This design comes from an exercise in tuning for small area and a short achievable clock period on the open sky130 flow, not from production work.
In this exercise RTL edits were held to simulation tests only and were not proved equivalent to the original.

==> flow/design.v <==
module groove_sample_scheduler #(
    parameter int DEPTH = 4
) (
    input  logic        clk,
    input  logic        reset,
    input  logic        sync_start,
    input  logic [31:0] sig_time,
    input  logic        dir,
    input  logic [31:0] afll_ltr,
    input  logic [31:0] afll_rtl,
    input  logic        pos_valid,
    output logic        pos_ready,
    input  logic [15:0] pos_in,
    output logic        fire,
    output logic [31:0] fire_time,
    output logic        missed,
    output logic        busy
);
    localparam int AW = $clog2(DEPTH);
    localparam logic [AW:0] FULL = (AW+1)'(DEPTH);
    logic               started, st_m1, st_m2, st_wait, st_fire;
    logic               first, can_push;
    logic [15:0]        mem [DEPTH];
    logic [AW-1:0]      wr_ptr, rd_ptr;
    logic [AW:0]        count, count_nx;
    logic [31:0]        base, dur, target;
    logic [5:0]         dg_nx;
    logic [2:0]         b_one, b_two, b_neg;
    logic               c5;
    logic               xg, yg;      
    logic [31:0]        cr;
    logic               push, pop, st_ready, hit, m1_nx, m2_nx, wait_nx, fire_nx;
    logic [15:0]        head;
    logic [3:0]         head_nx;
    logic [31:0]        x, y;
    logic [37:0]        r;
    logic signed [31:0] d;
    assign st_ready  = started && !(st_m1 || st_m2 || st_wait || st_fire);
    assign pos_ready = can_push && !sync_start;
    assign push      = pos_valid && pos_ready;
    assign pop       = st_ready && (count != 0) && !sync_start;
    assign fire      = st_fire;
    assign fire_time = target;
    assign head    = mem[rd_ptr];
    assign head_nx = (push && wr_ptr == rd_ptr) ? pos_in[3:0] : head[3:0];
    assign dg_nx   = st_m1 ? {~head[15], head[14:10]} : pop ? head[9:4] : {head_nx, 2'b00};
    assign x = xg ? target : 32'd0;
    assign y = yg ? base : 32'd0;
    assign cr = c5 ? dur : 32'd0;
    wire pp1 = (((b_one[0] & dur[0])) ^ b_neg[0]);
    wire pp2 = (((b_one[0] & dur[1]) | (b_two[0] & dur[0])) ^ b_neg[0]);
    wire pp3 = (((b_one[0] & dur[2]) | (b_two[0] & dur[1])) ^ b_neg[0]);
    wire pp4 = (((b_one[0] & dur[3]) | (b_two[0] & dur[2])) ^ b_neg[0]);
    wire pp5 = (((b_one[0] & dur[4]) | (b_two[0] & dur[3])) ^ b_neg[0]);
    wire pp6 = (((b_one[0] & dur[5]) | (b_two[0] & dur[4])) ^ b_neg[0]);
    wire pp7 = (((b_one[0] & dur[6]) | (b_two[0] & dur[5])) ^ b_neg[0]);
    wire pp8 = (((b_one[0] & dur[7]) | (b_two[0] & dur[6])) ^ b_neg[0]);
    wire pp9 = (((b_one[0] & dur[8]) | (b_two[0] & dur[7])) ^ b_neg[0]);
    wire pp10 = (((b_one[0] & dur[9]) | (b_two[0] & dur[8])) ^ b_neg[0]);
    wire pp11 = (((b_one[0] & dur[10]) | (b_two[0] & dur[9])) ^ b_neg[0]);
    wire pp12 = (((b_one[0] & dur[11]) | (b_two[0] & dur[10])) ^ b_neg[0]);
    wire pp13 = (((b_one[0] & dur[12]) | (b_two[0] & dur[11])) ^ b_neg[0]);
    wire pp14 = (((b_one[0] & dur[13]) | (b_two[0] & dur[12])) ^ b_neg[0]);
    wire pp15 = (((b_one[0] & dur[14]) | (b_two[0] & dur[13])) ^ b_neg[0]);
    wire pp16 = (((b_one[0] & dur[15]) | (b_two[0] & dur[14])) ^ b_neg[0]);
    wire pp17 = (((b_one[0] & dur[16]) | (b_two[0] & dur[15])) ^ b_neg[0]);
    wire pp18 = (((b_one[0] & dur[17]) | (b_two[0] & dur[16])) ^ b_neg[0]);
    wire pp19 = (((b_one[0] & dur[18]) | (b_two[0] & dur[17])) ^ b_neg[0]);
    wire pp20 = (((b_one[0] & dur[19]) | (b_two[0] & dur[18])) ^ b_neg[0]);
    wire pp21 = (((b_one[0] & dur[20]) | (b_two[0] & dur[19])) ^ b_neg[0]);
    wire pp22 = (((b_one[0] & dur[21]) | (b_two[0] & dur[20])) ^ b_neg[0]);
    wire pp23 = (((b_one[0] & dur[22]) | (b_two[0] & dur[21])) ^ b_neg[0]);
    wire pp24 = (((b_one[0] & dur[23]) | (b_two[0] & dur[22])) ^ b_neg[0]);
    wire pp25 = (((b_one[0] & dur[24]) | (b_two[0] & dur[23])) ^ b_neg[0]);
    wire pp26 = (((b_one[0] & dur[25]) | (b_two[0] & dur[24])) ^ b_neg[0]);
    wire pp27 = (((b_one[0] & dur[26]) | (b_two[0] & dur[25])) ^ b_neg[0]);
    wire pp28 = (((b_one[0] & dur[27]) | (b_two[0] & dur[26])) ^ b_neg[0]);
    wire pp29 = (((b_one[0] & dur[28]) | (b_two[0] & dur[27])) ^ b_neg[0]);
    wire pp30 = (((b_one[0] & dur[29]) | (b_two[0] & dur[28])) ^ b_neg[0]);
    wire pp31 = (((b_one[0] & dur[30]) | (b_two[0] & dur[29])) ^ b_neg[0]);
    wire pp32 = (((b_one[0] & dur[31]) | (b_two[0] & dur[30])) ^ b_neg[0]);
    wire pp33 = (((b_two[0] & dur[31])) ^ b_neg[0]);
    wire pp34 = (((b_one[1] & dur[0])) ^ b_neg[1]);
    wire pp35 = (((b_one[1] & dur[1]) | (b_two[1] & dur[0])) ^ b_neg[1]);
    wire pp36 = (((b_one[1] & dur[2]) | (b_two[1] & dur[1])) ^ b_neg[1]);
    wire pp37 = (((b_one[1] & dur[3]) | (b_two[1] & dur[2])) ^ b_neg[1]);
    wire pp38 = (((b_one[1] & dur[4]) | (b_two[1] & dur[3])) ^ b_neg[1]);
    wire pp39 = (((b_one[1] & dur[5]) | (b_two[1] & dur[4])) ^ b_neg[1]);
    wire pp40 = (((b_one[1] & dur[6]) | (b_two[1] & dur[5])) ^ b_neg[1]);
    wire pp41 = (((b_one[1] & dur[7]) | (b_two[1] & dur[6])) ^ b_neg[1]);
    wire pp42 = (((b_one[1] & dur[8]) | (b_two[1] & dur[7])) ^ b_neg[1]);
    wire pp43 = (((b_one[1] & dur[9]) | (b_two[1] & dur[8])) ^ b_neg[1]);
    wire pp44 = (((b_one[1] & dur[10]) | (b_two[1] & dur[9])) ^ b_neg[1]);
    wire pp45 = (((b_one[1] & dur[11]) | (b_two[1] & dur[10])) ^ b_neg[1]);
    wire pp46 = (((b_one[1] & dur[12]) | (b_two[1] & dur[11])) ^ b_neg[1]);
    wire pp47 = (((b_one[1] & dur[13]) | (b_two[1] & dur[12])) ^ b_neg[1]);
    wire pp48 = (((b_one[1] & dur[14]) | (b_two[1] & dur[13])) ^ b_neg[1]);
    wire pp49 = (((b_one[1] & dur[15]) | (b_two[1] & dur[14])) ^ b_neg[1]);
    wire pp50 = (((b_one[1] & dur[16]) | (b_two[1] & dur[15])) ^ b_neg[1]);
    wire pp51 = (((b_one[1] & dur[17]) | (b_two[1] & dur[16])) ^ b_neg[1]);
    wire pp52 = (((b_one[1] & dur[18]) | (b_two[1] & dur[17])) ^ b_neg[1]);
    wire pp53 = (((b_one[1] & dur[19]) | (b_two[1] & dur[18])) ^ b_neg[1]);
    wire pp54 = (((b_one[1] & dur[20]) | (b_two[1] & dur[19])) ^ b_neg[1]);
    wire pp55 = (((b_one[1] & dur[21]) | (b_two[1] & dur[20])) ^ b_neg[1]);
    wire pp56 = (((b_one[1] & dur[22]) | (b_two[1] & dur[21])) ^ b_neg[1]);
    wire pp57 = (((b_one[1] & dur[23]) | (b_two[1] & dur[22])) ^ b_neg[1]);
    wire pp58 = (((b_one[1] & dur[24]) | (b_two[1] & dur[23])) ^ b_neg[1]);
    wire pp59 = (((b_one[1] & dur[25]) | (b_two[1] & dur[24])) ^ b_neg[1]);
    wire pp60 = (((b_one[1] & dur[26]) | (b_two[1] & dur[25])) ^ b_neg[1]);
    wire pp61 = (((b_one[1] & dur[27]) | (b_two[1] & dur[26])) ^ b_neg[1]);
    wire pp62 = (((b_one[1] & dur[28]) | (b_two[1] & dur[27])) ^ b_neg[1]);
    wire pp63 = (((b_one[1] & dur[29]) | (b_two[1] & dur[28])) ^ b_neg[1]);
    wire pp64 = (((b_one[1] & dur[30]) | (b_two[1] & dur[29])) ^ b_neg[1]);
    wire pp65 = (((b_one[1] & dur[31]) | (b_two[1] & dur[30])) ^ b_neg[1]);
    wire pp66 = (((b_two[1] & dur[31])) ^ b_neg[1]);
    wire pp67 = (((b_one[2] & dur[0])) ^ b_neg[2]);
    wire pp68 = (((b_one[2] & dur[1]) | (b_two[2] & dur[0])) ^ b_neg[2]);
    wire pp69 = (((b_one[2] & dur[2]) | (b_two[2] & dur[1])) ^ b_neg[2]);
    wire pp70 = (((b_one[2] & dur[3]) | (b_two[2] & dur[2])) ^ b_neg[2]);
    wire pp71 = (((b_one[2] & dur[4]) | (b_two[2] & dur[3])) ^ b_neg[2]);
    wire pp72 = (((b_one[2] & dur[5]) | (b_two[2] & dur[4])) ^ b_neg[2]);
    wire pp73 = (((b_one[2] & dur[6]) | (b_two[2] & dur[5])) ^ b_neg[2]);
    wire pp74 = (((b_one[2] & dur[7]) | (b_two[2] & dur[6])) ^ b_neg[2]);
    wire pp75 = (((b_one[2] & dur[8]) | (b_two[2] & dur[7])) ^ b_neg[2]);
    wire pp76 = (((b_one[2] & dur[9]) | (b_two[2] & dur[8])) ^ b_neg[2]);
    wire pp77 = (((b_one[2] & dur[10]) | (b_two[2] & dur[9])) ^ b_neg[2]);
    wire pp78 = (((b_one[2] & dur[11]) | (b_two[2] & dur[10])) ^ b_neg[2]);
    wire pp79 = (((b_one[2] & dur[12]) | (b_two[2] & dur[11])) ^ b_neg[2]);
    wire pp80 = (((b_one[2] & dur[13]) | (b_two[2] & dur[12])) ^ b_neg[2]);
    wire pp81 = (((b_one[2] & dur[14]) | (b_two[2] & dur[13])) ^ b_neg[2]);
    wire pp82 = (((b_one[2] & dur[15]) | (b_two[2] & dur[14])) ^ b_neg[2]);
    wire pp83 = (((b_one[2] & dur[16]) | (b_two[2] & dur[15])) ^ b_neg[2]);
    wire pp84 = (((b_one[2] & dur[17]) | (b_two[2] & dur[16])) ^ b_neg[2]);
    wire pp85 = (((b_one[2] & dur[18]) | (b_two[2] & dur[17])) ^ b_neg[2]);
    wire pp86 = (((b_one[2] & dur[19]) | (b_two[2] & dur[18])) ^ b_neg[2]);
    wire pp87 = (((b_one[2] & dur[20]) | (b_two[2] & dur[19])) ^ b_neg[2]);
    wire pp88 = (((b_one[2] & dur[21]) | (b_two[2] & dur[20])) ^ b_neg[2]);
    wire pp89 = (((b_one[2] & dur[22]) | (b_two[2] & dur[21])) ^ b_neg[2]);
    wire pp90 = (((b_one[2] & dur[23]) | (b_two[2] & dur[22])) ^ b_neg[2]);
    wire pp91 = (((b_one[2] & dur[24]) | (b_two[2] & dur[23])) ^ b_neg[2]);
    wire pp92 = (((b_one[2] & dur[25]) | (b_two[2] & dur[24])) ^ b_neg[2]);
    wire pp93 = (((b_one[2] & dur[26]) | (b_two[2] & dur[25])) ^ b_neg[2]);
    wire pp94 = (((b_one[2] & dur[27]) | (b_two[2] & dur[26])) ^ b_neg[2]);
    wire pp95 = (((b_one[2] & dur[28]) | (b_two[2] & dur[27])) ^ b_neg[2]);
    wire pp96 = (((b_one[2] & dur[29]) | (b_two[2] & dur[28])) ^ b_neg[2]);
    wire pp97 = (((b_one[2] & dur[30]) | (b_two[2] & dur[29])) ^ b_neg[2]);
    wire pp98 = (((b_one[2] & dur[31]) | (b_two[2] & dur[30])) ^ b_neg[2]);
    wire pp99 = (((b_two[2] & dur[31])) ^ b_neg[2]);
    wire s100 = b_neg[0] ^ x[0];
    wire c101 = b_neg[0] & x[0];
    wire s102 = x[1] ^ c101 ^ pp2;
    wire c103 = (x[1] & c101) | (x[1] & pp2) | (c101 & pp2);
    wire s104 = b_neg[1] ^ x[2] ^ pp3;
    wire c105 = (b_neg[1] & x[2]) | (b_neg[1] & pp3) | (x[2] & pp3);
    wire s106 = pp34 ^ c103 ^ s104;
    wire c107 = (pp34 & c103) | (pp34 & s104) | (c103 & s104);
    wire s108 = x[3] ^ pp4 ^ pp35;
    wire c109 = (x[3] & pp4) | (x[3] & pp35) | (pp4 & pp35);
    wire s110 = c105 ^ s108;
    wire c111 = c105 & s108;
    wire s112 = b_neg[2] ^ x[4] ^ pp5;
    wire c113 = (b_neg[2] & x[4]) | (b_neg[2] & pp5) | (x[4] & pp5);
    wire s114 = pp36 ^ pp67 ^ c109;
    wire c115 = (pp36 & pp67) | (pp36 & c109) | (pp67 & c109);
    wire s116 = s112 ^ c111 ^ s114;
    wire c117 = (s112 & c111) | (s112 & s114) | (c111 & s114);
    wire s118 = x[5] ^ pp6 ^ pp37;
    wire c119 = (x[5] & pp6) | (x[5] & pp37) | (pp6 & pp37);
    wire s120 = pp68 ^ c113 ^ s118;
    wire c121 = (pp68 & c113) | (pp68 & s118) | (c113 & s118);
    wire s122 = c115 ^ s120;
    wire c123 = c115 & s120;
    wire s124 = x[6] ^ y[0] ^ cr[0];
    wire c125 = (x[6] & y[0]) | (x[6] & cr[0]) | (y[0] & cr[0]);
    wire s126 = pp7 ^ pp38 ^ pp69;
    wire c127 = (pp7 & pp38) | (pp7 & pp69) | (pp38 & pp69);
    wire s128 = s124 ^ c119 ^ s126;
    wire c129 = (s124 & c119) | (s124 & s126) | (c119 & s126);
    wire s130 = c121 ^ s128;
    wire c131 = c121 & s128;
    wire s132 = x[7] ^ y[1] ^ cr[1];
    wire c133 = (x[7] & y[1]) | (x[7] & cr[1]) | (y[1] & cr[1]);
    wire s134 = pp8 ^ pp39 ^ pp70;
    wire c135 = (pp8 & pp39) | (pp8 & pp70) | (pp39 & pp70);
    wire s136 = c125 ^ s132 ^ c127;
    wire c137 = (c125 & s132) | (c125 & c127) | (s132 & c127);
    wire s138 = s134 ^ s136 ^ c129;
    wire c139 = (s134 & s136) | (s134 & c129) | (s136 & c129);
    wire s140 = x[8] ^ y[2] ^ cr[2];
    wire c141 = (x[8] & y[2]) | (x[8] & cr[2]) | (y[2] & cr[2]);
    wire s142 = pp9 ^ pp40 ^ pp71;
    wire c143 = (pp9 & pp40) | (pp9 & pp71) | (pp40 & pp71);
    wire s144 = c133 ^ s140 ^ c135;
    wire c145 = (c133 & s140) | (c133 & c135) | (s140 & c135);
    wire s146 = s142 ^ c137 ^ s144;
    wire c147 = (s142 & c137) | (s142 & s144) | (c137 & s144);
    wire s148 = x[9] ^ y[3] ^ cr[3];
    wire c149 = (x[9] & y[3]) | (x[9] & cr[3]) | (y[3] & cr[3]);
    wire s150 = pp10 ^ pp41 ^ pp72;
    wire c151 = (pp10 & pp41) | (pp10 & pp72) | (pp41 & pp72);
    wire s152 = c141 ^ s148 ^ c143;
    wire c153 = (c141 & s148) | (c141 & c143) | (s148 & c143);
    wire s154 = s150 ^ c145 ^ s152;
    wire c155 = (s150 & c145) | (s150 & s152) | (c145 & s152);
    wire s156 = x[10] ^ y[4] ^ cr[4];
    wire c157 = (x[10] & y[4]) | (x[10] & cr[4]) | (y[4] & cr[4]);
    wire s158 = pp11 ^ pp42 ^ pp73;
    wire c159 = (pp11 & pp42) | (pp11 & pp73) | (pp42 & pp73);
    wire s160 = c149 ^ s156 ^ c151;
    wire c161 = (c149 & s156) | (c149 & c151) | (s156 & c151);
    wire s162 = s158 ^ c153 ^ s160;
    wire c163 = (s158 & c153) | (s158 & s160) | (c153 & s160);
    wire s164 = x[11] ^ y[5] ^ cr[5];
    wire c165 = (x[11] & y[5]) | (x[11] & cr[5]) | (y[5] & cr[5]);
    wire s166 = pp12 ^ pp43 ^ pp74;
    wire c167 = (pp12 & pp43) | (pp12 & pp74) | (pp43 & pp74);
    wire s168 = c157 ^ s164 ^ c159;
    wire c169 = (c157 & s164) | (c157 & c159) | (s164 & c159);
    wire s170 = s166 ^ c161 ^ s168;
    wire c171 = (s166 & c161) | (s166 & s168) | (c161 & s168);
    wire s172 = x[12] ^ y[6] ^ cr[6];
    wire c173 = (x[12] & y[6]) | (x[12] & cr[6]) | (y[6] & cr[6]);
    wire s174 = pp13 ^ pp44 ^ pp75;
    wire c175 = (pp13 & pp44) | (pp13 & pp75) | (pp44 & pp75);
    wire s176 = c165 ^ s172 ^ c167;
    wire c177 = (c165 & s172) | (c165 & c167) | (s172 & c167);
    wire s178 = s174 ^ c169 ^ s176;
    wire c179 = (s174 & c169) | (s174 & s176) | (c169 & s176);
    wire s180 = x[13] ^ y[7] ^ cr[7];
    wire c181 = (x[13] & y[7]) | (x[13] & cr[7]) | (y[7] & cr[7]);
    wire s182 = pp14 ^ pp45 ^ pp76;
    wire c183 = (pp14 & pp45) | (pp14 & pp76) | (pp45 & pp76);
    wire s184 = c173 ^ s180 ^ c175;
    wire c185 = (c173 & s180) | (c173 & c175) | (s180 & c175);
    wire s186 = s182 ^ c177 ^ s184;
    wire c187 = (s182 & c177) | (s182 & s184) | (c177 & s184);
    wire s188 = x[14] ^ y[8] ^ cr[8];
    wire c189 = (x[14] & y[8]) | (x[14] & cr[8]) | (y[8] & cr[8]);
    wire s190 = pp15 ^ pp46 ^ pp77;
    wire c191 = (pp15 & pp46) | (pp15 & pp77) | (pp46 & pp77);
    wire s192 = c181 ^ s188 ^ c183;
    wire c193 = (c181 & s188) | (c181 & c183) | (s188 & c183);
    wire s194 = s190 ^ c185 ^ s192;
    wire c195 = (s190 & c185) | (s190 & s192) | (c185 & s192);
    wire s196 = x[15] ^ y[9] ^ cr[9];
    wire c197 = (x[15] & y[9]) | (x[15] & cr[9]) | (y[9] & cr[9]);
    wire s198 = pp16 ^ pp47 ^ pp78;
    wire c199 = (pp16 & pp47) | (pp16 & pp78) | (pp47 & pp78);
    wire s200 = c189 ^ s196 ^ c191;
    wire c201 = (c189 & s196) | (c189 & c191) | (s196 & c191);
    wire s202 = s198 ^ c193 ^ s200;
    wire c203 = (s198 & c193) | (s198 & s200) | (c193 & s200);
    wire s204 = x[16] ^ y[10] ^ cr[10];
    wire c205 = (x[16] & y[10]) | (x[16] & cr[10]) | (y[10] & cr[10]);
    wire s206 = pp17 ^ pp48 ^ pp79;
    wire c207 = (pp17 & pp48) | (pp17 & pp79) | (pp48 & pp79);
    wire s208 = c197 ^ s204 ^ c199;
    wire c209 = (c197 & s204) | (c197 & c199) | (s204 & c199);
    wire s210 = s206 ^ c201 ^ s208;
    wire c211 = (s206 & c201) | (s206 & s208) | (c201 & s208);
    wire s212 = x[17] ^ y[11] ^ cr[11];
    wire c213 = (x[17] & y[11]) | (x[17] & cr[11]) | (y[11] & cr[11]);
    wire s214 = pp18 ^ pp49 ^ pp80;
    wire c215 = (pp18 & pp49) | (pp18 & pp80) | (pp49 & pp80);
    wire s216 = c205 ^ s212 ^ c207;
    wire c217 = (c205 & s212) | (c205 & c207) | (s212 & c207);
    wire s218 = s214 ^ c209 ^ s216;
    wire c219 = (s214 & c209) | (s214 & s216) | (c209 & s216);
    wire s220 = x[18] ^ y[12] ^ cr[12];
    wire c221 = (x[18] & y[12]) | (x[18] & cr[12]) | (y[12] & cr[12]);
    wire s222 = pp19 ^ pp50 ^ pp81;
    wire c223 = (pp19 & pp50) | (pp19 & pp81) | (pp50 & pp81);
    wire s224 = c213 ^ s220 ^ c215;
    wire c225 = (c213 & s220) | (c213 & c215) | (s220 & c215);
    wire s226 = s222 ^ c217 ^ s224;
    wire c227 = (s222 & c217) | (s222 & s224) | (c217 & s224);
    wire s228 = x[19] ^ y[13] ^ cr[13];
    wire c229 = (x[19] & y[13]) | (x[19] & cr[13]) | (y[13] & cr[13]);
    wire s230 = pp20 ^ pp51 ^ pp82;
    wire c231 = (pp20 & pp51) | (pp20 & pp82) | (pp51 & pp82);
    wire s232 = c221 ^ s228 ^ c223;
    wire c233 = (c221 & s228) | (c221 & c223) | (s228 & c223);
    wire s234 = s230 ^ c225 ^ s232;
    wire c235 = (s230 & c225) | (s230 & s232) | (c225 & s232);
    wire s236 = x[20] ^ y[14] ^ cr[14];
    wire c237 = (x[20] & y[14]) | (x[20] & cr[14]) | (y[14] & cr[14]);
    wire s238 = pp21 ^ pp52 ^ pp83;
    wire c239 = (pp21 & pp52) | (pp21 & pp83) | (pp52 & pp83);
    wire s240 = c229 ^ s236 ^ c231;
    wire c241 = (c229 & s236) | (c229 & c231) | (s236 & c231);
    wire s242 = s238 ^ c233 ^ s240;
    wire c243 = (s238 & c233) | (s238 & s240) | (c233 & s240);
    wire s244 = x[21] ^ y[15] ^ cr[15];
    wire c245 = (x[21] & y[15]) | (x[21] & cr[15]) | (y[15] & cr[15]);
    wire s246 = pp22 ^ pp53 ^ pp84;
    wire c247 = (pp22 & pp53) | (pp22 & pp84) | (pp53 & pp84);
    wire s248 = c237 ^ s244 ^ c239;
    wire c249 = (c237 & s244) | (c237 & c239) | (s244 & c239);
    wire s250 = s246 ^ c241 ^ s248;
    wire c251 = (s246 & c241) | (s246 & s248) | (c241 & s248);
    wire s252 = x[22] ^ y[16] ^ cr[16];
    wire c253 = (x[22] & y[16]) | (x[22] & cr[16]) | (y[16] & cr[16]);
    wire s254 = pp23 ^ pp54 ^ pp85;
    wire c255 = (pp23 & pp54) | (pp23 & pp85) | (pp54 & pp85);
    wire s256 = c245 ^ s252 ^ c247;
    wire c257 = (c245 & s252) | (c245 & c247) | (s252 & c247);
    wire s258 = s254 ^ c249 ^ s256;
    wire c259 = (s254 & c249) | (s254 & s256) | (c249 & s256);
    wire s260 = x[23] ^ y[17] ^ cr[17];
    wire c261 = (x[23] & y[17]) | (x[23] & cr[17]) | (y[17] & cr[17]);
    wire s262 = pp24 ^ pp55 ^ pp86;
    wire c263 = (pp24 & pp55) | (pp24 & pp86) | (pp55 & pp86);
    wire s264 = c253 ^ s260 ^ c255;
    wire c265 = (c253 & s260) | (c253 & c255) | (s260 & c255);
    wire s266 = s262 ^ c257 ^ s264;
    wire c267 = (s262 & c257) | (s262 & s264) | (c257 & s264);
    wire s268 = x[24] ^ y[18] ^ cr[18];
    wire c269 = (x[24] & y[18]) | (x[24] & cr[18]) | (y[18] & cr[18]);
    wire s270 = pp25 ^ pp56 ^ pp87;
    wire c271 = (pp25 & pp56) | (pp25 & pp87) | (pp56 & pp87);
    wire s272 = c261 ^ s268 ^ c263;
    wire c273 = (c261 & s268) | (c261 & c263) | (s268 & c263);
    wire s274 = s270 ^ c265 ^ s272;
    wire c275 = (s270 & c265) | (s270 & s272) | (c265 & s272);
    wire s276 = x[25] ^ y[19] ^ cr[19];
    wire c277 = (x[25] & y[19]) | (x[25] & cr[19]) | (y[19] & cr[19]);
    wire s278 = pp26 ^ pp57 ^ pp88;
    wire c279 = (pp26 & pp57) | (pp26 & pp88) | (pp57 & pp88);
    wire s280 = c269 ^ s276 ^ c271;
    wire c281 = (c269 & s276) | (c269 & c271) | (s276 & c271);
    wire s282 = s278 ^ c273 ^ s280;
    wire c283 = (s278 & c273) | (s278 & s280) | (c273 & s280);
    wire s284 = x[26] ^ y[20] ^ cr[20];
    wire c285 = (x[26] & y[20]) | (x[26] & cr[20]) | (y[20] & cr[20]);
    wire s286 = pp27 ^ pp58 ^ pp89;
    wire c287 = (pp27 & pp58) | (pp27 & pp89) | (pp58 & pp89);
    wire s288 = c277 ^ s284 ^ c279;
    wire c289 = (c277 & s284) | (c277 & c279) | (s284 & c279);
    wire s290 = s286 ^ c281 ^ s288;
    wire c291 = (s286 & c281) | (s286 & s288) | (c281 & s288);
    wire s292 = x[27] ^ y[21] ^ cr[21];
    wire c293 = (x[27] & y[21]) | (x[27] & cr[21]) | (y[21] & cr[21]);
    wire s294 = pp28 ^ pp59 ^ pp90;
    wire c295 = (pp28 & pp59) | (pp28 & pp90) | (pp59 & pp90);
    wire s296 = c285 ^ s292 ^ c287;
    wire c297 = (c285 & s292) | (c285 & c287) | (s292 & c287);
    wire s298 = s294 ^ c289 ^ s296;
    wire c299 = (s294 & c289) | (s294 & s296) | (c289 & s296);
    wire s300 = x[28] ^ y[22] ^ cr[22];
    wire c301 = (x[28] & y[22]) | (x[28] & cr[22]) | (y[22] & cr[22]);
    wire s302 = pp29 ^ pp60 ^ pp91;
    wire c303 = (pp29 & pp60) | (pp29 & pp91) | (pp60 & pp91);
    wire s304 = c293 ^ s300 ^ c295;
    wire c305 = (c293 & s300) | (c293 & c295) | (s300 & c295);
    wire s306 = s302 ^ c297 ^ s304;
    wire c307 = (s302 & c297) | (s302 & s304) | (c297 & s304);
    wire s308 = x[29] ^ y[23] ^ cr[23];
    wire c309 = (x[29] & y[23]) | (x[29] & cr[23]) | (y[23] & cr[23]);
    wire s310 = pp30 ^ pp61 ^ pp92;
    wire c311 = (pp30 & pp61) | (pp30 & pp92) | (pp61 & pp92);
    wire s312 = c301 ^ s308 ^ c303;
    wire c313 = (c301 & s308) | (c301 & c303) | (s308 & c303);
    wire s314 = s310 ^ c305 ^ s312;
    wire c315 = (s310 & c305) | (s310 & s312) | (c305 & s312);
    wire s316 = x[30] ^ y[24] ^ cr[24];
    wire c317 = (x[30] & y[24]) | (x[30] & cr[24]) | (y[24] & cr[24]);
    wire s318 = pp31 ^ pp62 ^ pp93;
    wire c319 = (pp31 & pp62) | (pp31 & pp93) | (pp62 & pp93);
    wire s320 = c309 ^ s316 ^ c311;
    wire c321 = (c309 & s316) | (c309 & c311) | (s316 & c311);
    wire s322 = s318 ^ c313 ^ s320;
    wire c323 = (s318 & c313) | (s318 & s320) | (c313 & s320);
    wire s324 = x[31] ^ y[25] ^ cr[25];
    wire c325 = (x[31] & y[25]) | (x[31] & cr[25]) | (y[25] & cr[25]);
    wire s326 = pp32 ^ pp63 ^ pp94;
    wire c327 = (pp32 & pp63) | (pp32 & pp94) | (pp63 & pp94);
    wire s328 = c317 ^ s324 ^ c319;
    wire c329 = (c317 & s324) | (c317 & c319) | (s324 & c319);
    wire s330 = s326 ^ c321 ^ s328;
    wire c331 = (s326 & c321) | (s326 & s328) | (c321 & s328);
    wire s332 = y[26] ^ cr[26] ^ pp33;
    wire c333 = (y[26] & cr[26]) | (y[26] & pp33) | (cr[26] & pp33);
    wire s334 = pp64 ^ pp95 ^ c325;
    wire c335 = (pp64 & pp95) | (pp64 & c325) | (pp95 & c325);
    wire s336 = c327 ^ s332 ^ s334;
    wire c337 = (c327 & s332) | (c327 & s334) | (s332 & s334);
    wire s338 = c329 ^ s336;
    wire c339 = c329 & s336;
    wire s340 = 1'b1 ^ ~b_neg[0] ^ y[27];
    wire c341 = (1'b1 & ~b_neg[0]) | (1'b1 & y[27]) | (~b_neg[0] & y[27]);
    wire s342 = cr[27] ^ pp65 ^ pp96;
    wire c343 = (cr[27] & pp65) | (cr[27] & pp96) | (pp65 & pp96);
    wire s344 = s340 ^ c333 ^ c335;
    wire c345 = (s340 & c333) | (s340 & c335) | (c333 & c335);
    wire s346 = s342 ^ s344 ^ c337;
    wire c347 = (s342 & s344) | (s342 & c337) | (s344 & c337);
    wire s348 = 1'b1 ^ y[28] ^ cr[28];
    wire c349 = (1'b1 & y[28]) | (1'b1 & cr[28]) | (y[28] & cr[28]);
    wire s350 = pp66 ^ pp97 ^ c341;
    wire c351 = (pp66 & pp97) | (pp66 & c341) | (pp97 & c341);
    wire s352 = s348 ^ c343 ^ s350;
    wire c353 = (s348 & c343) | (s348 & s350) | (c343 & s350);
    wire s354 = c345 ^ s352;
    wire c355 = c345 & s352;
    wire s356 = ~b_neg[1] ^ y[29] ^ cr[29];
    wire c357 = (~b_neg[1] & y[29]) | (~b_neg[1] & cr[29]) | (y[29] & cr[29]);
    wire s358 = pp98 ^ c349 ^ s356;
    wire c359 = (pp98 & c349) | (pp98 & s356) | (c349 & s356);
    wire s360 = c351 ^ s358 ^ c353;
    wire c361 = (c351 & s358) | (c351 & c353) | (s358 & c353);
    wire s362 = 1'b1 ^ y[30] ^ cr[30];
    wire c363 = (1'b1 & y[30]) | (1'b1 & cr[30]) | (y[30] & cr[30]);
    wire s364 = pp99 ^ c357 ^ s362;
    wire c365 = (pp99 & c357) | (pp99 & s362) | (c357 & s362);
    wire s366 = c359 ^ s364;
    wire c367 = c359 & s364;
    wire s368 = ~b_neg[2] ^ y[31] ^ cr[31];
    wire s369 = c363 ^ s368 ^ c365;
    wire g370 = pp1 & s100;
    wire g371 = s102 & 1'b0;
    wire g372 = s106 & 1'b0;
    wire g373 = c107 & s110;
    wire g374 = s116 & 1'b0;
    wire g375 = c117 & s122;
    wire g376 = c123 & s130;
    wire g377 = c131 & s138;
    wire g378 = c139 & s146;
    wire g379 = c147 & s154;
    wire g380 = c155 & s162;
    wire g381 = c163 & s170;
    wire g382 = c171 & s178;
    wire g383 = c179 & s186;
    wire g384 = c187 & s194;
    wire g385 = c195 & s202;
    wire g386 = c203 & s210;
    wire g387 = c211 & s218;
    wire g388 = c219 & s226;
    wire g389 = c227 & s234;
    wire g390 = c235 & s242;
    wire g391 = c243 & s250;
    wire g392 = c251 & s258;
    wire g393 = c259 & s266;
    wire g394 = c267 & s274;
    wire g395 = c275 & s282;
    wire g396 = c283 & s290;
    wire g397 = c291 & s298;
    wire g398 = c299 & s306;
    wire g399 = c307 & s314;
    wire g400 = c315 & s322;
    wire g401 = c323 & s330;
    wire g402 = c331 & s338;
    wire g403 = c339 & s346;
    wire g404 = c347 & s354;
    wire g405 = c355 & s360;
    wire g406 = c361 & s366;
    wire g407 = c367 & s369;
    wire p408 = pp1 ^ s100;
    wire p409 = s102 ^ 1'b0;
    wire p410 = s106 ^ 1'b0;
    wire p411 = c107 ^ s110;
    wire p412 = s116 ^ 1'b0;
    wire p413 = c117 ^ s122;
    wire p414 = c123 ^ s130;
    wire p415 = c131 ^ s138;
    wire p416 = c139 ^ s146;
    wire p417 = c147 ^ s154;
    wire p418 = c155 ^ s162;
    wire p419 = c163 ^ s170;
    wire p420 = c171 ^ s178;
    wire p421 = c179 ^ s186;
    wire p422 = c187 ^ s194;
    wire p423 = c195 ^ s202;
    wire p424 = c203 ^ s210;
    wire p425 = c211 ^ s218;
    wire p426 = c219 ^ s226;
    wire p427 = c227 ^ s234;
    wire p428 = c235 ^ s242;
    wire p429 = c243 ^ s250;
    wire p430 = c251 ^ s258;
    wire p431 = c259 ^ s266;
    wire p432 = c267 ^ s274;
    wire p433 = c275 ^ s282;
    wire p434 = c283 ^ s290;
    wire p435 = c291 ^ s298;
    wire p436 = c299 ^ s306;
    wire p437 = c307 ^ s314;
    wire p438 = c315 ^ s322;
    wire p439 = c323 ^ s330;
    wire p440 = c331 ^ s338;
    wire p441 = c339 ^ s346;
    wire p442 = c347 ^ s354;
    wire p443 = c355 ^ s360;
    wire p444 = c361 ^ s366;
    wire p445 = c367 ^ s369;
    wire g446 = g371 | (p409 & g370);
    wire g447 = g372 | (p410 & g371);
    wire p448 = p410 & p409;
    wire g449 = g373 | (p411 & g372);
    wire p450 = p411 & p410;
    wire g451 = g374 | (p412 & g373);
    wire p452 = p412 & p411;
    wire g453 = g375 | (p413 & g374);
    wire p454 = p413 & p412;
    wire g455 = g376 | (p414 & g375);
    wire p456 = p414 & p413;
    wire g457 = g377 | (p415 & g376);
    wire p458 = p415 & p414;
    wire g459 = g378 | (p416 & g377);
    wire p460 = p416 & p415;
    wire g461 = g379 | (p417 & g378);
    wire p462 = p417 & p416;
    wire g463 = g380 | (p418 & g379);
    wire p464 = p418 & p417;
    wire g465 = g381 | (p419 & g380);
    wire p466 = p419 & p418;
    wire g467 = g382 | (p420 & g381);
    wire p468 = p420 & p419;
    wire g469 = g383 | (p421 & g382);
    wire p470 = p421 & p420;
    wire g471 = g384 | (p422 & g383);
    wire p472 = p422 & p421;
    wire g473 = g385 | (p423 & g384);
    wire p474 = p423 & p422;
    wire g475 = g386 | (p424 & g385);
    wire p476 = p424 & p423;
    wire g477 = g387 | (p425 & g386);
    wire p478 = p425 & p424;
    wire g479 = g388 | (p426 & g387);
    wire p480 = p426 & p425;
    wire g481 = g389 | (p427 & g388);
    wire p482 = p427 & p426;
    wire g483 = g390 | (p428 & g389);
    wire p484 = p428 & p427;
    wire g485 = g391 | (p429 & g390);
    wire p486 = p429 & p428;
    wire g487 = g392 | (p430 & g391);
    wire p488 = p430 & p429;
    wire g489 = g393 | (p431 & g392);
    wire p490 = p431 & p430;
    wire g491 = g394 | (p432 & g393);
    wire p492 = p432 & p431;
    wire g493 = g395 | (p433 & g394);
    wire p494 = p433 & p432;
    wire g495 = g396 | (p434 & g395);
    wire p496 = p434 & p433;
    wire g497 = g397 | (p435 & g396);
    wire p498 = p435 & p434;
    wire g499 = g398 | (p436 & g397);
    wire p500 = p436 & p435;
    wire g501 = g399 | (p437 & g398);
    wire p502 = p437 & p436;
    wire g503 = g400 | (p438 & g399);
    wire p504 = p438 & p437;
    wire g505 = g401 | (p439 & g400);
    wire p506 = p439 & p438;
    wire g507 = g402 | (p440 & g401);
    wire p508 = p440 & p439;
    wire g509 = g403 | (p441 & g402);
    wire p510 = p441 & p440;
    wire g511 = g404 | (p442 & g403);
    wire p512 = p442 & p441;
    wire g513 = g405 | (p443 & g404);
    wire p514 = p443 & p442;
    wire g515 = g406 | (p444 & g405);
    wire p516 = p444 & p443;
    wire g517 = g407 | (p445 & g406);
    wire p518 = p445 & p444;
    wire g519 = g447 | (p448 & g370);
    wire g520 = g449 | (p450 & g446);
    wire g521 = g451 | (p452 & g447);
    wire p522 = p452 & p448;
    wire g523 = g453 | (p454 & g449);
    wire p524 = p454 & p450;
    wire g525 = g455 | (p456 & g451);
    wire p526 = p456 & p452;
    wire g527 = g457 | (p458 & g453);
    wire p528 = p458 & p454;
    wire g529 = g459 | (p460 & g455);
    wire p530 = p460 & p456;
    wire g531 = g461 | (p462 & g457);
    wire p532 = p462 & p458;
    wire g533 = g463 | (p464 & g459);
    wire p534 = p464 & p460;
    wire g535 = g465 | (p466 & g461);
    wire p536 = p466 & p462;
    wire g537 = g467 | (p468 & g463);
    wire p538 = p468 & p464;
    wire g539 = g469 | (p470 & g465);
    wire p540 = p470 & p466;
    wire g541 = g471 | (p472 & g467);
    wire p542 = p472 & p468;
    wire g543 = g473 | (p474 & g469);
    wire p544 = p474 & p470;
    wire g545 = g475 | (p476 & g471);
    wire p546 = p476 & p472;
    wire g547 = g477 | (p478 & g473);
    wire p548 = p478 & p474;
    wire g549 = g479 | (p480 & g475);
    wire p550 = p480 & p476;
    wire g551 = g481 | (p482 & g477);
    wire p552 = p482 & p478;
    wire g553 = g483 | (p484 & g479);
    wire p554 = p484 & p480;
    wire g555 = g485 | (p486 & g481);
    wire p556 = p486 & p482;
    wire g557 = g487 | (p488 & g483);
    wire p558 = p488 & p484;
    wire g559 = g489 | (p490 & g485);
    wire p560 = p490 & p486;
    wire g561 = g491 | (p492 & g487);
    wire p562 = p492 & p488;
    wire g563 = g493 | (p494 & g489);
    wire p564 = p494 & p490;
    wire g565 = g495 | (p496 & g491);
    wire p566 = p496 & p492;
    wire g567 = g497 | (p498 & g493);
    wire p568 = p498 & p494;
    wire g569 = g499 | (p500 & g495);
    wire p570 = p500 & p496;
    wire g571 = g501 | (p502 & g497);
    wire p572 = p502 & p498;
    wire g573 = g503 | (p504 & g499);
    wire p574 = p504 & p500;
    wire g575 = g505 | (p506 & g501);
    wire p576 = p506 & p502;
    wire g577 = g507 | (p508 & g503);
    wire p578 = p508 & p504;
    wire g579 = g509 | (p510 & g505);
    wire p580 = p510 & p506;
    wire g581 = g511 | (p512 & g507);
    wire p582 = p512 & p508;
    wire g583 = g513 | (p514 & g509);
    wire p584 = p514 & p510;
    wire g585 = g515 | (p516 & g511);
    wire p586 = p516 & p512;
    wire g587 = g517 | (p518 & g513);
    wire p588 = p518 & p514;
    wire g589 = g521 | (p522 & g370);
    wire g590 = g523 | (p524 & g446);
    wire g591 = g525 | (p526 & g519);
    wire g592 = g527 | (p528 & g520);
    wire g593 = g529 | (p530 & g521);
    wire p594 = p530 & p522;
    wire g595 = g531 | (p532 & g523);
    wire p596 = p532 & p524;
    wire g597 = g533 | (p534 & g525);
    wire p598 = p534 & p526;
    wire g599 = g535 | (p536 & g527);
    wire p600 = p536 & p528;
    wire g601 = g537 | (p538 & g529);
    wire p602 = p538 & p530;
    wire g603 = g539 | (p540 & g531);
    wire p604 = p540 & p532;
    wire g605 = g541 | (p542 & g533);
    wire p606 = p542 & p534;
    wire g607 = g543 | (p544 & g535);
    wire p608 = p544 & p536;
    wire g609 = g545 | (p546 & g537);
    wire p610 = p546 & p538;
    wire g611 = g547 | (p548 & g539);
    wire p612 = p548 & p540;
    wire g613 = g549 | (p550 & g541);
    wire p614 = p550 & p542;
    wire g615 = g551 | (p552 & g543);
    wire p616 = p552 & p544;
    wire g617 = g553 | (p554 & g545);
    wire p618 = p554 & p546;
    wire g619 = g555 | (p556 & g547);
    wire p620 = p556 & p548;
    wire g621 = g557 | (p558 & g549);
    wire p622 = p558 & p550;
    wire g623 = g559 | (p560 & g551);
    wire p624 = p560 & p552;
    wire g625 = g561 | (p562 & g553);
    wire p626 = p562 & p554;
    wire g627 = g563 | (p564 & g555);
    wire p628 = p564 & p556;
    wire g629 = g565 | (p566 & g557);
    wire p630 = p566 & p558;
    wire g631 = g567 | (p568 & g559);
    wire p632 = p568 & p560;
    wire g633 = g569 | (p570 & g561);
    wire p634 = p570 & p562;
    wire g635 = g571 | (p572 & g563);
    wire p636 = p572 & p564;
    wire g637 = g573 | (p574 & g565);
    wire p638 = p574 & p566;
    wire g639 = g575 | (p576 & g567);
    wire p640 = p576 & p568;
    wire g641 = g577 | (p578 & g569);
    wire p642 = p578 & p570;
    wire g643 = g579 | (p580 & g571);
    wire p644 = p580 & p572;
    wire g645 = g581 | (p582 & g573);
    wire p646 = p582 & p574;
    wire g647 = g583 | (p584 & g575);
    wire p648 = p584 & p576;
    wire g649 = g585 | (p586 & g577);
    wire p650 = p586 & p578;
    wire g651 = g587 | (p588 & g579);
    wire p652 = p588 & p580;
    wire g653 = g593 | (p594 & g370);
    wire g654 = g595 | (p596 & g446);
    wire g655 = g597 | (p598 & g519);
    wire g656 = g599 | (p600 & g520);
    wire g657 = g601 | (p602 & g589);
    wire g658 = g603 | (p604 & g590);
    wire g659 = g605 | (p606 & g591);
    wire g660 = g607 | (p608 & g592);
    wire g661 = g609 | (p610 & g593);
    wire p662 = p610 & p594;
    wire g663 = g611 | (p612 & g595);
    wire p664 = p612 & p596;
    wire g665 = g613 | (p614 & g597);
    wire p666 = p614 & p598;
    wire g667 = g615 | (p616 & g599);
    wire p668 = p616 & p600;
    wire g669 = g617 | (p618 & g601);
    wire p670 = p618 & p602;
    wire g671 = g619 | (p620 & g603);
    wire p672 = p620 & p604;
    wire g673 = g621 | (p622 & g605);
    wire p674 = p622 & p606;
    wire g675 = g623 | (p624 & g607);
    wire p676 = p624 & p608;
    wire g677 = g625 | (p626 & g609);
    wire p678 = p626 & p610;
    wire g679 = g627 | (p628 & g611);
    wire p680 = p628 & p612;
    wire g681 = g629 | (p630 & g613);
    wire p682 = p630 & p614;
    wire g683 = g631 | (p632 & g615);
    wire p684 = p632 & p616;
    wire g685 = g633 | (p634 & g617);
    wire p686 = p634 & p618;
    wire g687 = g635 | (p636 & g619);
    wire p688 = p636 & p620;
    wire g689 = g637 | (p638 & g621);
    wire p690 = p638 & p622;
    wire g691 = g639 | (p640 & g623);
    wire p692 = p640 & p624;
    wire g693 = g641 | (p642 & g625);
    wire p694 = p642 & p626;
    wire g695 = g643 | (p644 & g627);
    wire p696 = p644 & p628;
    wire g697 = g645 | (p646 & g629);
    wire p698 = p646 & p630;
    wire g699 = g647 | (p648 & g631);
    wire p700 = p648 & p632;
    wire g701 = g649 | (p650 & g633);
    wire p702 = p650 & p634;
    wire g703 = g651 | (p652 & g635);
    wire p704 = p652 & p636;
    wire g705 = g661 | (p662 & g370);
    wire g706 = g663 | (p664 & g446);
    wire g707 = g665 | (p666 & g519);
    wire g708 = g667 | (p668 & g520);
    wire g709 = g669 | (p670 & g589);
    wire g710 = g671 | (p672 & g590);
    wire g711 = g673 | (p674 & g591);
    wire g712 = g675 | (p676 & g592);
    wire g713 = g677 | (p678 & g653);
    wire g714 = g679 | (p680 & g654);
    wire g715 = g681 | (p682 & g655);
    wire g716 = g683 | (p684 & g656);
    wire g717 = g685 | (p686 & g657);
    wire g718 = g687 | (p688 & g658);
    wire g719 = g689 | (p690 & g659);
    wire g720 = g691 | (p692 & g660);
    wire g721 = g693 | (p694 & g661);
    wire p722 = p694 & p662;
    wire g723 = g695 | (p696 & g663);
    wire p724 = p696 & p664;
    wire g725 = g697 | (p698 & g665);
    wire p726 = p698 & p666;
    wire g727 = g699 | (p700 & g667);
    wire p728 = p700 & p668;
    wire g729 = g701 | (p702 & g669);
    wire p730 = p702 & p670;
    wire g731 = g703 | (p704 & g671);
    wire p732 = p704 & p672;
    wire g733 = g721 | (p722 & g370);
    wire g734 = g723 | (p724 & g446);
    wire g735 = g725 | (p726 & g519);
    wire g736 = g727 | (p728 & g520);
    wire g737 = g729 | (p730 & g589);
    wire g738 = g731 | (p732 & g590);
    assign r[0] = p408;
    assign r[1] = p409 ^ g370;
    assign r[2] = p410 ^ g446;
    assign r[3] = p411 ^ g519;
    assign r[4] = p412 ^ g520;
    assign r[5] = p413 ^ g589;
    assign r[6] = p414 ^ g590;
    assign r[7] = p415 ^ g591;
    assign r[8] = p416 ^ g592;
    assign r[9] = p417 ^ g653;
    assign r[10] = p418 ^ g654;
    assign r[11] = p419 ^ g655;
    assign r[12] = p420 ^ g656;
    assign r[13] = p421 ^ g657;
    assign r[14] = p422 ^ g658;
    assign r[15] = p423 ^ g659;
    assign r[16] = p424 ^ g660;
    assign r[17] = p425 ^ g705;
    assign r[18] = p426 ^ g706;
    assign r[19] = p427 ^ g707;
    assign r[20] = p428 ^ g708;
    assign r[21] = p429 ^ g709;
    assign r[22] = p430 ^ g710;
    assign r[23] = p431 ^ g711;
    assign r[24] = p432 ^ g712;
    assign r[25] = p433 ^ g713;
    assign r[26] = p434 ^ g714;
    assign r[27] = p435 ^ g715;
    assign r[28] = p436 ^ g716;
    assign r[29] = p437 ^ g717;
    assign r[30] = p438 ^ g718;
    assign r[31] = p439 ^ g719;
    assign r[32] = p440 ^ g720;
    assign r[33] = p441 ^ g733;
    assign r[34] = p442 ^ g734;
    assign r[35] = p443 ^ g735;
    assign r[36] = p444 ^ g736;
    assign r[37] = p445 ^ g737;
    assign d   = sig_time - target;
    assign hit = !d[31];
    assign count_nx = sync_start ? '0 : count + (AW+1)'(push) - (AW+1)'(pop);
    assign m1_nx    = pop;
    assign m2_nx    = st_m1 && !sync_start;
    assign wait_nx  = (st_m2 || (st_wait && !hit)) && !sync_start;
    assign fire_nx  = st_wait && hit && !sync_start;
    always_ff @(posedge clk)
        if (push) mem[wr_ptr] <= pos_in;
    always_ff @(posedge clk) begin
        if (sync_start) begin
            base <= sig_time;
            dur  <= dir ? afll_rtl : afll_ltr;
        end
        if (!(st_wait || st_fire)) target <= r[37:6];
        for (int j = 0; j < 3; j++) begin
            b_neg[j] <= dg_nx[2*j+1];
            b_one[j] <= dg_nx[2*j] ^ (j == 0 ? 1'b0 : dg_nx[2*j-1]);
            b_two[j] <= dg_nx[2*j+1] ? !(dg_nx[2*j] || (j == 0 ? 1'b0 : dg_nx[2*j-1]))
                                     : (dg_nx[2*j] && (j == 0 ? 1'b0 : dg_nx[2*j-1]));
        end
        c5 <= dg_nx[5];
        first <= st_m2;
    end
    always_ff @(posedge clk or posedge reset) begin
        if (reset) begin
            started  <= 1'b0;
            can_push <= 1'b0;
            st_m1    <= 1'b0;
            st_m2    <= 1'b0;
            st_wait  <= 1'b0;
            st_fire  <= 1'b0;
            xg       <= 1'b0;
            yg       <= 1'b0;
            missed   <= 1'b0;
            busy     <= 1'b0;
            wr_ptr   <= '0;
            rd_ptr   <= '0;
            count    <= '0;
        end else begin
            started  <= started || sync_start;
            can_push <= sync_start || (started && !(!pop && (count == FULL
                                                             || (count == FULL - 1 && push))));
            count    <= count_nx;
            st_m1    <= m1_nx;
            st_m2    <= m2_nx;
            st_wait  <= wait_nx;
            st_fire  <= fire_nx;
            xg       <= m1_nx || m2_nx;
            yg       <= m2_nx;
            busy     <= !sync_start && (push || count != 0 || st_m1 || st_m2 || st_wait);
            missed   <= st_wait && hit && !sync_start && first && (sig_time != target);
            if (sync_start) begin
                wr_ptr <= '0;
                rd_ptr <= '0;
            end else begin
                if (push) wr_ptr <= wr_ptr + 1'b1;
                if (st_m1) rd_ptr <= rd_ptr + 1'b1;
            end
        end
    end
endmodule
==> flow/flow/run.sh <==
#!/bin/bash
# The standard layout (the standard.sh: ORFS synthesis, floorplan, power grid,
# placement, CTS and routing) with two changes:
#  - synthesis skips the generic ABC pass that Yosys's synth runs before the adder
#    extraction (SYNTH_ARGS=-noabc), so the full adders are extracted from the RTL's own
#    adder tree without inverters between them; the liberty-mapped ABC pass still runs,
#    and the registers are the same as the standard synthesis's;
#  - the port buffers are inserted as buf_1 cells rather than the larger cell the
#    resizer picks by default; timing repair still resizes them as needed.
set -euo pipefail
export SYNTH_ARGS="-noabc"
export BUFFER_PORTS_ARGS="-buffer_cell sky130_fd_sc_hd__buf_1"
bash standard.sh > standard.log 2>&1
==> flow/standard.sh <==
#!/bin/bash
# synth_recipe.tcl (not shown) runs the flow's synth.tcl, then flattens the netlist and writes it again
# the make line also repeats each setting of config.mk as NAME=value (left out here)
make -C /OpenROAD-flow-scripts/flow DESIGN_CONFIG=/design/flow/config.mk WORK_HOME=/design/flow/orfs CLKGATE_MAP_FILE= SYNTH_SCRIPT=/design/flow/synth_recipe.tcl "${@:-finish}"
==> flow/config.mk <==
export PLATFORM = sky130hd
export DESIGN_NAME = groove_sample_scheduler
export DESIGN_NICKNAME = groove_sample_scheduler
export VERILOG_FILES = /design/flow/design.v
export SDC_FILE = /design/flow/constraint.sdc
export NUM_CORES = 4
export LEC_CHECK = 0
export ABC_AREA = 1
export CAP_MARGIN = 20
export CORE_MARGIN = 2
export CORE_UTILIZATION = 40
export SETUP_SLACK_MARGIN = 4.8
export SLEW_MARGIN = 20
export TNS_END_PERCENT = 100
==> flow/constraint.sdc <==
create_clock -name core_clock -period 9.0 [get_ports {clk}]
set_input_delay 1.8000 -clock core_clock [delete_from_list [all_inputs] [get_ports {clk}]]
set_output_delay 1.8000 -clock core_clock [all_outputs]
set_load 0.01 [all_outputs]
==> impl_metrics.env, run 1 <==
export IMPL_status="complete, no violations"
export IMPL_cp_cell_sequence="clkbuf_16 -> nor2_8 -> buf_1"
export IMPL_cts_tree="yes"
export IMPL_fin_crit_ns=4.167
export IMPL_clk_latency_ns=0.48
export IMPL_numCtsBuffers=17
export IMPL_ys_warnings_count=1
export IMPL_crit_fanout=39
export IMPL_hold_path_class="reg -> reg"
export IMPL_final_cell_mix="nand2_1, inv_1, edfxtp_1, buf_1, fa_1"
export IMPL_cts_root_buffer="clkbuf_16"
export IMPL_initial_utilization=0.4032
export IMPL_cp_data_required_time_ns=7.20
export IMPL_maxCapViolCount=0
export IMPL_clockBufferDepth=2
export IMPL_ant_nets=0
export IMPL_drt_iter0_drc=728
export IMPL_max_slew_margin=0.3153
export IMPL_antenna_found_initial=0
export IMPL_yosys_area_top_type="edfxtp_1"
export IMPL_layout_commonest_cell="nand2_1"
export IMPL_cp_slowest_cell="clkbuf_16"
export IMPL_cts_sinks=186
export IMPL_crit_path_start_kind="input pin"
export IMPL_grt_usage=0.2184
export IMPL_fin_util=0.4772
export IMPL_drive_gt1_frac=0.1518
export IMPL_crit_path_max_incr_delay_ns=0.19
export IMPL_ys_ff_latch=186
export IMPL_synth_area_mm2=0.01547
export IMPL_grt_max_degree=40
export IMPL_setup_worst_path_end_class="output port"
export IMPL_ioPinCount=153
export IMPL_yosysUniqueCellTypes=49
export IMPL_max_slew_worst_pin_slew_ns=1.026
export IMPL_dp_hpwl_mm=32.22
export IMPL_routabilityCongestion=0.9127
export IMPL_hold_viol=0
export IMPL_rsz0062_at_grt="false"
export IMPL_area_growth_pct=18.35
export IMPL_drt_wl_total_mm=43.76
export IMPL_worstSetupPathType="in -> out"
export IMPL_clkTransAtPathRegs_ns=0.08
export IMPL_grt_pass1_wl_mm=67.74
export IMPL_fin_cells=2369
export IMPL_slew_viol_final=0
export IMPL_nets=2164
export IMPL_drc_errors=0
export IMPL_core_mm2=0.03838
export IMPL_syn_inst=1688
export IMPL_report_final_setup_viol=0
export IMPL_htreeDepth=4
export IMPL_syn_nets=2014
export IMPL_grt_pass1_vias=12290
export IMPL_synth_area_leaders="edfxtp_1, fa_1, nand2_1, ha_1, xor2_1"
export IMPL_finalSetupTns_ns=0
export IMPL_diodes=0
export IMPL_fmax_mhz=240.0
export IMPL_seq_area_frac_synth=0.3493
export IMPL_vias=12170
export IMPL_die_area_mm2=0.04028
export IMPL_io_buffers=152
export IMPL_synth_avg_cell_area_um2=9.168
export IMPL_viasPerCell=5.136
export IMPL_arrival_ns=2.37
export IMPL_die_w_um=200.7
export IMPL_grt_overflow=0
export IMPL_dp_cells=2315
export IMPL_period_share=0.4629
export IMPL_drt_first_pass_iters=5
export IMPL_fin_skew_ns=0.01800
export IMPL_rows=72
export IMPL_wl_per_cell_um=18.47
export IMPL_die_h_um=200.7
export IMPL_r2r_slack_ns=4.92
export IMPL_synth_top_area_share=0.3105
cells in the mapped netlist (all sizes together):
master and instances:
nand2 363, inv 267, edfxtp 160, nor2 126, fa 125, xor2 117, o22ai 102, ha 84
a21oi 66, o21ai 57, nand3 45, mux2 32, buf 30, clkbuf 26, dfrtp 16, o21bai 14
dfxtp 10, nand4 10, nor3 8, clkinv 6, nor4 4, a31oi 3, o21a 3, o221ai 3
xnor2 3, a21o 2, a22o 2, a21boi 1, and3 1, nand3b 1, o211ai 1
metal layers:
metal,GRT usage,share of wire
met1,0.2907,0.45
met2,0.3632,0.48
met3,0.04497,0.058
met4,0.05926,0.017
met5,0,0
registers in the layout (all words and copies together), names as in the netlist, 2 cells and up:
| signal | flops |
|---|---|
| b_two | 3 |
| dur | 32 |
| mem | 64 |
| b_neg | 3 |
| base | 32 |
| b_one | 3 |
| count | 3 |
| wr_ptr | 2 |
| target | 32 |
| rd_ptr | 2 |
worst paths after layout:
kind	to	startpoint	cells after the start
max	pos_ready	sync_start	3
min	missed	first	2
max reg2reg	target[12]	b_one[0]	17
min reg2reg	missed	first	2
max in group asynchronous	st_m2	reset	2
min in group asynchronous	missed	reset	2
kinds of logic (layout without fill, tap and decap cells):
kind of cell,after synthesis,count (layout),synth area share
buffers and inverters,329,492,0.08417
adder cells (fa/ha/maj),209,209,0.2296
AND/OR/NAND/NOR,558,558,0.1490
flip-flops,186,186,0.3493
AO/OA/AOI/OAI,254,254,0.09670
multiplexers,32,32,0.02329
XOR/XNOR,120,120,0.06792
critical path: cells and delay by family:
kind / cells / cell delay [ns]
buffers and inverters: 2 / 0.35
and+or+nand+nor: 1 / 0.16
repair_timing:
| item | in CTS | in global routing |
|---|---|---|
| hold buffers | 0 | 0 |
| gates resized for setup | 47 | 163 |
| setup buffers | 12 | 8 |
| pin swaps | 3 | 18 |
| setup endpoints to repair | 30 | 27 |
| cloned | 0 | 1 |
per-stage QoR:
step	area (um^2)	setup slack, ns	hold WS [ns]
final	18320	4.833	0.4556
after global routing	18320	4.756	0.4944
after CTS	17530	4.749	0.4633
after detailed placement	16540	4.237	0.4522
after global placement	16540	4.265	0.4451
after floorplan	15470	5.152	0.3422
cell type report:
type	instances	area, um^2
Inverter	273	1051
Clock buffer	17	425.4
Sequential cell	186	5425
Fill cell	3706	20060
Clock inverter	15	198.9
Timing Repair Buffer	187	1045
Multi-Input combinational cell	1173	9522
Tap cell	518	648.1
==> run 2: changes to the inputs <==
--- a/flow/config.mk
+++ b/flow/config.mk
@@ -10,4 +10,5 @@
 export CORE_MARGIN = 2
 export CORE_UTILIZATION = 40
+export PLACE_DENSITY = 0.92
 export SETUP_SLACK_MARGIN = 4.8
 export SLEW_MARGIN = 20
==> run 2 against run 1 <==
  * Final area is 2.0% lower
  * Via count is 6.8% higher
  * Flip-flop and latch count stayed put
  * Fmax is 0.53% lower
  * Critical path depth is 1 higher
  * Register-to-register slack worse by 0.04 ns
  * Non-clock buffer count is 2 higher
  * Worst hold slack better by 0.0011 ns
  * Routed wire length is 2.6% higher
  * Clock skew is 0.0047 ns higher
  * Critical path type unchanged
  * Largest cell class unchanged
==> impl_metrics.env, run 2 <==
export IMPL_io_buffers=152
export IMPL_synth_edf_count=160
export IMPL_crit_fanout=13
export IMPL_die_w_um=200.7
export IMPL_ioPinCount=153
export IMPL_yosys_area_top_type="edfxtp_1"
export IMPL_nets=2169
export IMPL_synth_top_area_share=0.3105
export IMPL_max_slew_worst_pin_slew_ns=0.7506
export IMPL_clkTransAtPathRegs_ns=0.08
export IMPL_synth_area_mm2=0.01547
export IMPL_setup_worst_path_end_class="output port"
export IMPL_period_share=0.4654
export IMPL_vias=12990
export IMPL_seq_area_frac_synth=0.3493
export IMPL_grt_overflow=0
export IMPL_synth_avg_cell_area_um2=9.168
export IMPL_grt_pass1_vias=12940
export IMPL_slew_viol_final=0
export IMPL_fin_skew_ns=0.02269
export IMPL_n_fill_cell=3491
export IMPL_drt_first_pass_iters=6
export IMPL_status="complete, no violations"
export IMPL_drt_iter0_drc=1431
export IMPL_async_reset_ff_frac=0.08602
export IMPL_viasPerCell=5.471
export IMPL_crit_path_max_incr_delay_ns=0.16
export IMPL_clockBufferDepth=2
export IMPL_drt_wl_total_mm=44.88
export IMPL_rsz0062_at_grt="true"
export IMPL_final_cell_mix="nand2_1, inv_1, edfxtp_1, buf_1, fa_1"
export IMPL_synth_commonest_cells="nand2_1, inv_1, edfxtp_1"
export IMPL_syn_nets=2014
export IMPL_grt_usage=0.2183
export IMPL_hold_viol=0
export IMPL_arrival_ns=2.39
export IMPL_core_mm2=0.03838
export IMPL_fin_crit_ns=4.189
export IMPL_syn_inst=1688
export IMPL_worstSetupPathType="in -> out"
export IMPL_wl_met2_mm=21.41
export IMPL_die_area_mm2=0.04028
export IMPL_diodes=0
export IMPL_die_h_um=200.7
export IMPL_htreeDepth=4
export IMPL_top_register="mem"
export IMPL_cts_root_buffer="clkbuf_16"
export IMPL_hold_path_class="reg -> reg"
export IMPL_synth_most_common_cell="nand2_1"
export IMPL_drc_errors=0
export IMPL_dp_hpwl_mm=31.64
export IMPL_numCtsBuffers=17
export IMPL_routed_top_layer="met4"
export IMPL_synth_main_ff_cell="edfxtp_1"
export IMPL_routabilityCongestion=0.9060
export IMPL_layout_commonest_cell="nand2_1"
export IMPL_ant_nets=0
export IMPL_cp_data_required_time_ns=7.20
export IMPL_cts_tree="yes"
export IMPL_area_growth_pct=16.00
export IMPL_rows=72
export IMPL_ys_warnings_count=1
export IMPL_maxCapViolCount=0
export IMPL_report_final_setup_viol=0
export IMPL_yosysUniqueCellTypes=49
export IMPL_largest_reg_flops=64
export IMPL_fmax_mhz=238.7
export IMPL_wl_met1_mm=17.25
export IMPL_antenna_found_initial=0
export IMPL_cp_slowest_cell="clkbuf_16"
export IMPL_dp_cells=2317
export IMPL_crit_path_start_kind="input pin"
export IMPL_dr_wl_met3_mm=4.179
export IMPL_cts_hold_buf=0
export IMPL_grt_pass1_wl_mm=68.64
export IMPL_cp_cell_sequence="clkbuf_16 -> buf_16 -> nor2_8 -> buf_6"
export IMPL_fin_cells=2374
export IMPL_wl_per_cell_um=18.91
export IMPL_grt_max_degree=65
export IMPL_synth_area_leaders="edfxtp_1, fa_1, nand2_1, ha_1, xor2_1"
export IMPL_cts_sinks=186
export IMPL_initial_utilization=0.4032
export IMPL_finalSetupTns_ns=0
export IMPL_clk_latency_ns=0.46
export IMPL_max_slew_margin=0.4957
export IMPL_drive_gt1_frac=0.1277
export IMPL_ys_ff_latch=186
-- run 2: per-layer routing --
metal  up-vias  track usage
met5         -            0
met1      6219       0.2703
met2       798       0.3637
met4         0       0.1024
li1       5814            -
met3       158      0.04854
-- run 2: what timing repair did --
item | CTS | global route
resized for setup | 33 | 119
buffers inserted | 16 | 3
endpoints found under the setup margin | 32 | 24
pin swaps | 0 | 14
cloned | 6 | 0
-- run 2: worst paths after layout --
| check | start | end | slack, ns | cells past startpoint |
|---|---|---|---|---|
| setup / recovery | sync_start | pos_ready | 4.81 | 4 |
| hold / removal | first | missed | 0.46 | 2 |
| setup reg to reg | b_one[0] | target[27] | 4.88 | 16 |
| hold reg to reg | first | missed | 0.46 | 2 |
| max in group asynchronous | reset | st_m2 | 7.15 | 2 |
| min in group asynchronous | reset | count[2] | 1.40 | 2 |
-- run 2: per-stage QoR --
step | utilization | setup slack [ns] | hold WS [ns] | area (um^2)
floorplan | - | 5.152 | 0.3422 | 15470
global placement | 0.4311 | 4.129 | 0.4429 | 16540
detailed placement | 0.4311 | 4.064 | 0.4478 | 16540
CTS | 0.4556 | 4.751 | 0.4578 | 17480
global route | 0.4678 | 4.747 | 0.4658 | 17950
finish | 0.4678 | 4.811 | 0.4566 | 17950
-- run 2: final cells by class --
| cell class | count | area, um^2 | area share |
|---|---|---|---|
| timing repair buffer | 189 | 1032 | 0.05750 |
| clock inverter | 13 | 118.9 | 0.006622 |
| inverter | 273 | 1047 | 0.05834 |
| tap | 518 | 648.1 | 0.03611 |
| timing repair inverter | 3 | 22.52 | 0.001255 |
| clock buffer | 19 | 442.9 | 0.02467 |
| multi-input combinational | 1173 | 9216 | 0.5134 |
| sequential | 186 | 5423 | 0.3021 |
-- run 2: cell families after synthesis --
family | after synthesis | share of synthesized area
AND/OR/NAND/NOR | 558 | 0.1490
buffers and inverters | 329 | 0.08417
AO/OA/AOI/OAI | 254 | 0.09670
adder cells (fa/ha/maj) | 209 | 0.2296
flip-flops | 186 | 0.3493
XOR/XNOR | 120 | 0.06792
multiplexers | 32 | 0.02329
-- run 2: critical path, delay by kind of cell --
family                 cells  cell delay, ns
buffers and inverters      3            0.43
AND/OR/NAND/NOR            1            0.12

-- static timing again, ports no longer ideal --
The flow's constraints put no driver on any port. The routed layouts listed below were extracted and timed again, unchanged, in two steps.
Step 1, drivers: a clkbuf_16 drives clk and a buf_2 each remaining input, both assumed.
Step 2 adds t to the input delays and takes it off the output delays; t is the mean of the earliest and latest rising clock arrival at the registers after step 1. Input paths then give back, and output paths get back, about the clock's delay inside the block.
Slacks: no drivers / after step 1 / after step 2; pairs: no drivers / after step 1.
| run | shift t [ns] | slack for setup (ns) | clock arrival spread, ns | worst data-port slew with drivers (ns) | pins driven straight from the clock port |
|---|---|---|---|---|---|
| run 1 | 0.524 | 4.833 / 4.793 / 4.793 | 0.019 / 0.019 | 0.05 | 1 |
| run 2 | 0.493 | 4.811 / 4.676 / 4.630 | 0.023 / 0.022 | 0.21 | 1 |
After both steps setup and hold are still met in every run listed. For run 2, which loses most, drivers alone change the setup slack by -0.135 ns; drivers and shift together by -0.181 ns.
